Background: an optimization exercise with open tools, aiming at small area, a short achievable clock period and few clock cycles per item. Do not read the settings as production practice.
In this exercise RTL edits were held to simulation tests only and were not proved equivalent to the original.
Power and IR drop assume default switching activity.

willow:
// eigen2x2_fx
module eigen2x2_fx #(
  parameter int WIDTH = 32,
  parameter int FRAC  = 16
) (
  input  logic             clk,
  input  logic             rst,
  input  logic             start,
  input  logic [WIDTH-1:0] a1,
  input  logic [WIDTH-1:0] a2,
  input  logic [WIDTH-1:0] a3,
  input  logic [WIDTH-1:0] a4,
  output logic             busy,
  output logic             done,
  output logic [WIDTH-1:0] v1,
  output logic [WIDTH-1:0] v2,
  output logic             complex,
  output logic             ovf
);
For scale: roughly 1900 cells after synthesis, ~200 I/O pins, roughly 17000 µm² of cells after synthesis.
clock: 10.0 ns
lec_check: 0
cap_margin: 20
core_margin: 2
core_utilization: 55
slew_margin: 20
standard.sh (not shown) runs the stock make flow with config.mk's settings and CLKGATE_MAP_FILE= SYNTH_SCRIPT=/design/flow/synth_recipe.tcl, a recipe that flattens the netlist after the stock synthesis.
==> flow/flow/run.sh <==
#!/bin/bash
set -euo pipefail
bash standard.sh "BUFFER_PORTS_ARGS=-buffer_cell sky130_fd_sc_hd__buf_1" SETUP_SLACK_MARGIN=5.6 finish > standard_flow.log 2>&1
willow: all stages complete, timing, DRC and antenna checks passed
Testbench counts of willow, summed over its fixed seeds: cycles 145,942, items 3,200.
Input-level comparison between ember and willow:
==> flow/flow/run.sh <==
#!/bin/bash
set -euo pipefail
bash standard.sh "BUFFER_PORTS_ARGS=-buffer_cell sky130_fd_sc_hd__buf_1" SETUP_SLACK_MARGIN=5.5 finish > standard_flow.log 2>&1
--- a/flow/config.mk
+++ b/flow/config.mk
@@ -10 +10,3 @@
-export CORE_UTILIZATION = 55
+export CORE_UTILIZATION = 65
+export CTS_BUF_LIST = sky130_fd_sc_hd__clkbuf_4 sky130_fd_sc_hd__clkbuf_8
+export CTS_CLUSTER_SIZE = 20
==> comparison <==
Comparing ember and willow, data required time at the worst endpoint is higher on ember.
Min number of gates on the worst path with buffers counted across ember and willow: ember
On ember: fmax is 2.5% lower than what willow gave.
Summary — maximum vdd ir drop, ember relative to willow: higher, by about 17%.
As far as share of total power in combinational logic is concerned, willow and ember perform about the same.
[compare] base=willow new=ember: number of well taps decreased 60, final setup skew increased by 8.9 ps relative to the old numbers, first-iteration DRC count has increased.
diff inputs: ember => cedar
==> flow/flow/run.sh <==
#!/bin/bash
set -euo pipefail
bash standard.sh "BUFFER_PORTS_ARGS=-buffer_cell sky130_fd_sc_hd__buf_1" SETUP_SLACK_MARGIN=5.6 finish > standard_flow.log 2>&1
--- outcome ---
From ember to cedar the numbers moved as follows: maximum net fanout on the critical path now sits higher, total number of vias barely changed, total detailed-routing wirelength has increased, post-route cell area grew by 1.5%. ember vs cedar, uppermost signal routing layer after detailed routing: met4 vs met5. cedar vs ember — net switching power dropped slightly. cedar vs ember: least setup slack across all paths after layout up. Number of distinct library cells after synthesis delta (ember -> cedar): insignificant.
Setup changes, cedar to fjord
==> flow/flow/run.sh <==
#!/bin/bash
set -euo pipefail
bash standard.sh "BUFFER_PORTS_ARGS=-buffer_cell sky130_fd_sc_hd__buf_1" SETUP_SLACK_MARGIN=5.5 finish > standard_flow.log 2>&1
--- a/flow/config.mk
+++ b/flow/config.mk
@@ -10,3 +10 @@
-export CORE_UTILIZATION = 65
-export CTS_BUF_LIST = sky130_fd_sc_hd__clkbuf_4 sky130_fd_sc_hd__clkbuf_8
-export CTS_CLUSTER_SIZE = 20
+export CORE_UTILIZATION = 75
[summary]
fjord: done, clean on timing, DRC and antenna
Between fjord and cedar, buffer count from post-CTS setup fixing is higher for cedar, fjord comes in under that.
Comparing fjord and cedar, the lower switching share of total power was measured on cedar.
Delta (fjord minus cedar): die area shows a reduction of about 13%, wire length shows an increase of 2.3%.
[inputs] quartz vs fjord
==> flow/flow/run.sh <==
#!/bin/bash
set -euo pipefail
bash standard.sh "BUFFER_PORTS_ARGS=-buffer_cell sky130_fd_sc_hd__buf_1" SETUP_SLACK_MARGIN=5.75 finish > standard_flow.log 2>&1
--- a/flow/config.mk
+++ b/flow/config.mk
@@ -10 +10 @@
-export CORE_UTILIZATION = 75
+export CORE_UTILIZATION = 65
==> comparison <==
Synthesized area divided by synthesized cell count came out exactly the same in fjord and quartz.
fjord has higher placer's final routability congestion estimate than quartz.
Summary of quartz over fjord: total power of the final layout went down, flip-flop and latch area comparable, maximum net fanout on the critical path picked up an extra 1, cell count along the critical path decreased by 2 relative to the old numbers, number of well taps up 50.
NOTE non-clock buffer instance count of the final layout fjord->quartz increased by more than 10%
Going from fjord to quartz, wire length reported by the detailed router grew slightly.

## JK
The RTL this note starts from:
==> flow/design.v <==
`default_nettype none
module eigen2x2_fx #(
  parameter int WIDTH = 32,
  parameter int FRAC  = 16
) (
  input  logic             clk,
  input  logic             rst,
  input  logic             start,
  input  logic [WIDTH-1:0] a1,
  input  logic [WIDTH-1:0] a2,
  input  logic [WIDTH-1:0] a3,
  input  logic [WIDTH-1:0] a4,
  output logic             busy,
  output logic             done,
  output logic [WIDTH-1:0] v1,
  output logic [WIDTH-1:0] v2,
  output logic             complex,
  output logic             ovf
);
  localparam int CW = 36;    
  logic busy_q, done_q;
  logic p_diff, p_mul1, p_mul, p_abs, p_sqrt, p_f1, p_f2;
  logic [5:0] cnt_q;
  logic [2:0] jt_q;             
  logic s1_acc, s1_s2;          
  logic b2_one, b2_two, b2_neg;
  logic b3_one, b3_two, b3_neg;
  logic corr_q;                 
  logic [1:0] lo3_q;            
  logic n2_q;                   
  logic pend3_q;                
  logic signed [33:0] acc_q;    
  logic               py_q;     
  logic               pw_q;     
  logic               zr_q;     
  logic signed [34:0] x_q;      
  logic signed [35:0] z_q;      
  logic signed [33:0] w_q;      
  logic signed [32:0] s_q;      
  logic               neg_q;
  logic               o1_q;     
  localparam int NK = 3;
  logic [NK-1:0] fit;
  for (genvar i = 0; i < NK; i++) begin : g_fit
    localparam int K = 11 + 2*i;
    wire [34-(2*K-1):0] xs = x_q[34:2*K-1];
    wire [31-(2*K-5):0] ws = w_q[31:2*K-5];    
    assign fit[i] = ((&xs) | ~(|xs)) & ((&ws) | ~(|ws));
  end
  logic [2:0] jt_d;
  always_comb begin
    jt_d = 3'(NK);
    for (int i = NK-1; i >= 0; i--)
      if (fit[i]) jt_d = 3'(i);
  end
  function automatic logic [5:0] jof(input logic [2:0] t);
    jof = 6'(11 + 2*int'(t));
  endfunction
  logic [1:0]    pair_n;        
  logic          n2;            
  logic [CW-1:0] in1, in2, in3, csa_s, csa_c, cpa;
  logic [CW-1:0] xe, ze, m2, m3;
  assign pair_n = acc_q[31:30] ^ {2{neg_q}};
  assign n2     = n2_q;
  assign xe = CW'(x_q);
  assign ze = CW'(z_q);
  always_comb begin
    in1 = ({CW{s1_acc}} & CW'(acc_q)) | ({CW{s1_s2}} & CW'($signed({s_q, 1'b0})));
    m2  = ({CW{b2_one}} & xe) | ({CW{b2_two}} & {xe[CW-2:0], 1'b0});
    in2 = m2 ^ {CW{n2}};
    if (p_sqrt) in2[1:0] = 2'b11;
    m3  = ({CW{b3_one}} & {ze[CW-3:0], 2'b00}) | ({CW{b3_two}} & {ze[CW-4:0], 3'b000});
    in3 = m3 ^ {{(CW-2){b3_neg}}, 2'b00};
    in3[1:0] = lo3_q;
    csa_s = in1 ^ in2 ^ in3;
    csa_c = {((in1[CW-2:0] & in2[CW-2:0]) | (in1[CW-2:0] & in3[CW-2:0]) |
              (in2[CW-2:0] & in3[CW-2:0])), pend3_q};
  end
  logic [CW-1:0] pg_g [0:6];
  logic [CW-1:0] pg_p [0:6];
  logic [CW-1:0] hs;
  always_comb begin
    hs = csa_s ^ csa_c;
    pg_g[0] = csa_s & csa_c;
    pg_p[0] = hs;
    for (int l = 0; l < 6; l++) begin
      for (int i = 0; i < CW; i++) begin
        if (i >= (1 << l)) begin
          pg_g[l+1][i] = pg_g[l][i] | (pg_p[l][i] & pg_g[l][i - (1 << l)]);
          pg_p[l+1][i] = pg_p[l][i] & pg_p[l][i - (1 << l)];
        end else begin
          pg_g[l+1][i] = pg_g[l][i];
          pg_p[l+1][i] = pg_p[l][i];
        end
      end
    end
    cpa[0] = hs[0];
    for (int i = 1; i < CW; i++) cpa[i] = hs[i] ^ pg_g[6][i-1];
  end
  logic c_d;
  assign c_d = z_q[35] ? (&z_q) : (z_q == 36'(x_q));
  logic [2:0] rem0;
  assign rem0 = {1'b0, pair_n} - 3'd1;
  logic skip;
  assign skip = (p_abs | (p_sqrt & zr_q)) & ~(|(acc_q[31:26] ^ {6{neg_q}}));
  logic acc_start, mul_end, sq_end;
  logic n_diff, n_mul1, n_mul, n_abs, n_sqrt, n_f1, n_f2;
  assign acc_start = ~busy_q & start;
  assign mul_end   = (cnt_q == jof(jt_q));
  assign sq_end    = skip ? (cnt_q >= 6'(2*jof(jt_q) + 6'd14))
                          : (cnt_q >= 6'(2*jof(jt_q) + 6'd16));
  assign n_diff    = acc_start;
  assign n_mul1    = p_diff;
  assign n_mul     = p_mul1 | (p_mul & ~mul_end);
  assign n_abs     = p_mul & mul_end;
  assign n_sqrt    = p_abs | (p_sqrt & ~sq_end);
  assign n_f1      = p_sqrt & sq_end;
  assign n_f2      = p_f1;
  always_ff @(posedge clk or posedge rst) begin
    if (rst) begin
      busy_q <= 1'b0; done_q <= 1'b0;
      p_diff <= 1'b0; p_mul1 <= 1'b0; p_mul <= 1'b0; p_abs <= 1'b0;
      p_sqrt <= 1'b0; p_f1 <= 1'b0; p_f2 <= 1'b0;
    end else begin
      busy_q <= acc_start | (busy_q & ~p_f2);
      done_q <= p_f2;
      p_diff <= n_diff; p_mul1 <= n_mul1; p_mul <= n_mul; p_abs <= n_abs;
      p_sqrt <= n_sqrt; p_f1 <= n_f1; p_f2 <= n_f2;
    end
  end
  logic xo, xv;
  assign xo = x_q[{cnt_q[4:0], 1'b1}];
  assign xv = x_q[{cnt_q[4:0], 1'b0}];
  always_ff @(posedge clk) begin
    s1_acc <= n_diff | n_mul;          
    s1_s2  <= n_abs | n_f1 | (n_f2 & ~neg_q);
    b2_one <= 1'b0; b2_two <= 1'b0; b2_neg <= 1'b0;
    b3_one <= 1'b0; b3_two <= 1'b0; b3_neg <= 1'b0;
    corr_q <= 1'b0;
    if (n_diff) begin
      b2_one <= 1'b1; b2_neg <= 1'b1;
    end
    if (n_mul1) begin    
      b2_one <= cpa[0];
      b2_two <= cpa[1] & ~cpa[0];
      b2_neg <= cpa[1];
      b3_one <= w_q[0];
      b3_two <= w_q[1] & ~w_q[0];
      b3_neg <= w_q[1];
    end
    if (n_mul) begin
      b2_one <= xv ^ py_q;
      b2_two <= (xo & ~xv & ~py_q) | (~xo & xv & py_q);
      b2_neg <= xo & ~(xv & py_q);
      b3_one <= w_q[0] ^ pw_q;
      b3_two <= (w_q[1] & ~w_q[0] & ~pw_q) | (~w_q[1] & w_q[0] & pw_q);
      b3_neg <= w_q[1] & ~(w_q[0] & pw_q);
    end
    if (n_abs) b2_one <= 1'b1;
    if (n_sqrt) begin
      b2_two <= 1'b1; b2_neg <= 1'b1; b3_one <= 1'b1;
    end
    if (n_f1) b2_one <= ~neg_q;
    if (n_f2) begin
      b2_one <= 1'b1; b2_neg <= ~neg_q; corr_q <= neg_q & c_d;
    end
    pend3_q <= b3_neg;
    n2_q <= 1'b0;
    if (n_diff) n2_q <= 1'b1;
    if (n_mul1) n2_q <= cpa[1];
    if (n_mul)  n2_q <= xo & ~(xv & py_q);
    if (n_sqrt) n2_q <= p_abs ? (|pair_n) : ~cpa[CW-1];
    if (n_f2)   n2_q <= ~neg_q;
    lo3_q <= 2'b00;
    if (n_diff) lo3_q <= 2'b01;
    if (n_mul1) lo3_q <= {1'b0, cpa[1]};
    if (n_mul)  lo3_q <= {1'b0, xo & ~(xv & py_q)};
    if (n_sqrt) lo3_q <= (skip ? acc_q[25:24] : acc_q[29:28]) ^ {2{neg_q}};
    if (n_f2)   lo3_q <= {neg_q & c_d, ~neg_q};
  end
  always_ff @(posedge clk) begin
    if (!busy_q)               acc_q <= 34'($signed(a1));
    else if (p_mul1 | p_mul | p_f2) acc_q <= cpa[35:2];
    else if (skip)             acc_q <= {acc_q[27:0], w_q[33:28]};
    else                       acc_q <= {acc_q[31:0], w_q[33:32]};
    py_q <= p_diff ? cpa[1] : xo;
    if (!busy_q)               x_q <= 35'($signed(a4));
    else if (p_diff)           x_q <= cpa[34:0];
    else if (p_abs)            x_q <= {33'd0, |pair_n, 1'b0};
    else if (p_sqrt)           x_q <= {x_q[33:1], ~cpa[CW-1], 1'b0};
    if (!busy_q)               z_q <= 36'($signed(a2));
    else if (p_abs)            z_q <= 36'($signed(rem0));
    else if (p_sqrt | p_f1)    z_q <= cpa;
    if (!busy_q)               w_q <= 34'($signed(a3));
    else if (p_diff | p_mul1 | p_mul) w_q <= {cpa[1:0], w_q[33:2]};   
    else if (skip)             w_q <= {w_q[27:0], 6'b00};
    else                       w_q <= {w_q[31:0], 2'b00};
    pw_q <= w_q[1];
    o1_q <= ~((&z_q[35:33]) | ~(|z_q[35:33]));
    if (!busy_q)               s_q <= 33'($signed(a4));
    else if (p_abs)            s_q <= cpa[32:0];
    if (p_mul & mul_end)       neg_q <= cpa[CW-1];
    if (p_mul1) jt_q <= jt_d;
    cnt_q <= p_diff ? 6'd1 : cnt_q + (skip ? 6'd3 : 6'd1);
    zr_q  <= p_abs ? ~(|pair_n) : (zr_q & cpa[CW-1]);
  end
  assign busy    = busy_q;
  assign done    = done_q;
  logic o2;
  assign o2      = ~((&acc_q[33:31]) | ~(|acc_q[33:31]));
  assign v1      = o1_q ? {z_q[35], {31{~z_q[35]}}} : z_q[33:2];
  assign v2      = o2 ? {acc_q[33], {31{~acc_q[33]}}} : acc_q[31:0];
  assign complex = neg_q;
  assign ovf     = o1_q | o2;
endmodule
`default_nettype wire
export LEC_CHECK = 0
export CAP_MARGIN = 20
export CORE_MARGIN = 2
export CORE_UTILIZATION = 50
export CTS_CLUSTER_DIAMETER = 100
export CTS_CLUSTER_SIZE = 30
export SLEW_MARGIN = 20
create_clock -name core_clock -period 10.0 [get_ports {clk}]
==> flow/flow/run.sh <==
#!/bin/bash
set -euo pipefail
bash standard.sh "BUFFER_PORTS_ARGS=-buffer_cell sky130_fd_sc_hd__buf_1" SETUP_SLACK_MARGIN=5.8 finish > standard_flow.log 2>&1
Testbench counts of JK, summed over its fixed seeds: cycles 145,962, items 3,200.
Inputs modified between JK and MS:
==> flow/flow/run.sh <==
#!/bin/bash
set -euo pipefail
bash standard.sh "BUFFER_PORTS_ARGS=-buffer_cell sky130_fd_sc_hd__buf_1" SETUP_SLACK_MARGIN=5.7 finish > standard_flow.log 2>&1
Notes after the runs:
Comparing JK and MS, area of all placed cells without fillers is lower on MS. Routed wire in MS totals less than in JK. There was hardly any difference in actual slew at the worst max-slew pin between MS and JK.
Input changes introduced in AL (baseline for comparison: MS):
-- flow/config.mk --
<<< MS, line 10
export CORE_UTILIZATION = 50
>>> AL, line 10
export CORE_UTILIZATION = 45
- Re placer's final routability congestion estimate: MS was lower than AL.
- Taking MS as the reference, in AL data arrival time of the worst path +120 ps, die area grew by 3500 um2.
- Delta (AL minus MS): setup slack after layout shows a reduction of 73 ps, largest incremental delay on the critical path shows a reduction of 220 ps, routed wire length shows an increase of 1500 um, floorplan core area shows an increase of about 10%, number of buffers added for setup after CTS shows an increase of 2.

-- static timing again, ports no longer ideal --
How much do the figures lean on ideal ports? The routed layouts below were timed once more, with nothing changed but the port constraints. Step 1: set_driving_cell puts a clkbuf_16 on clk and a buf_2 on each other input, an assumption about the parent block. Step 2, shift: input delay + t, output delay - t, t = (earliest + latest rising clock arrival at the registers) / 2. This alone moves slack from input paths to output paths. Slacks: no drivers / after step 1 / after step 2; pairs: no drivers / after step 1.
run	shift t [ns]	setup WS [ns]	cell pins on the clock port's net
willow	0.597	5.703 / 5.703 / 5.703	1
ember	0.595	5.592 / 5.592 / 5.592	1
cedar	0.601	5.637 / 5.588 / 5.665	1
fjord	0.589	5.480 / 5.480 / 5.480	1
quartz	0.575	5.677 / 5.677 / 5.677	1
JK	0.545	5.853 / 5.853 / 5.853	1
MS	0.548	5.819 / 5.807 / 5.819	1
AL	0.568	5.746 / 5.746 / 5.746	1
After both steps every run listed still meets setup and hold.
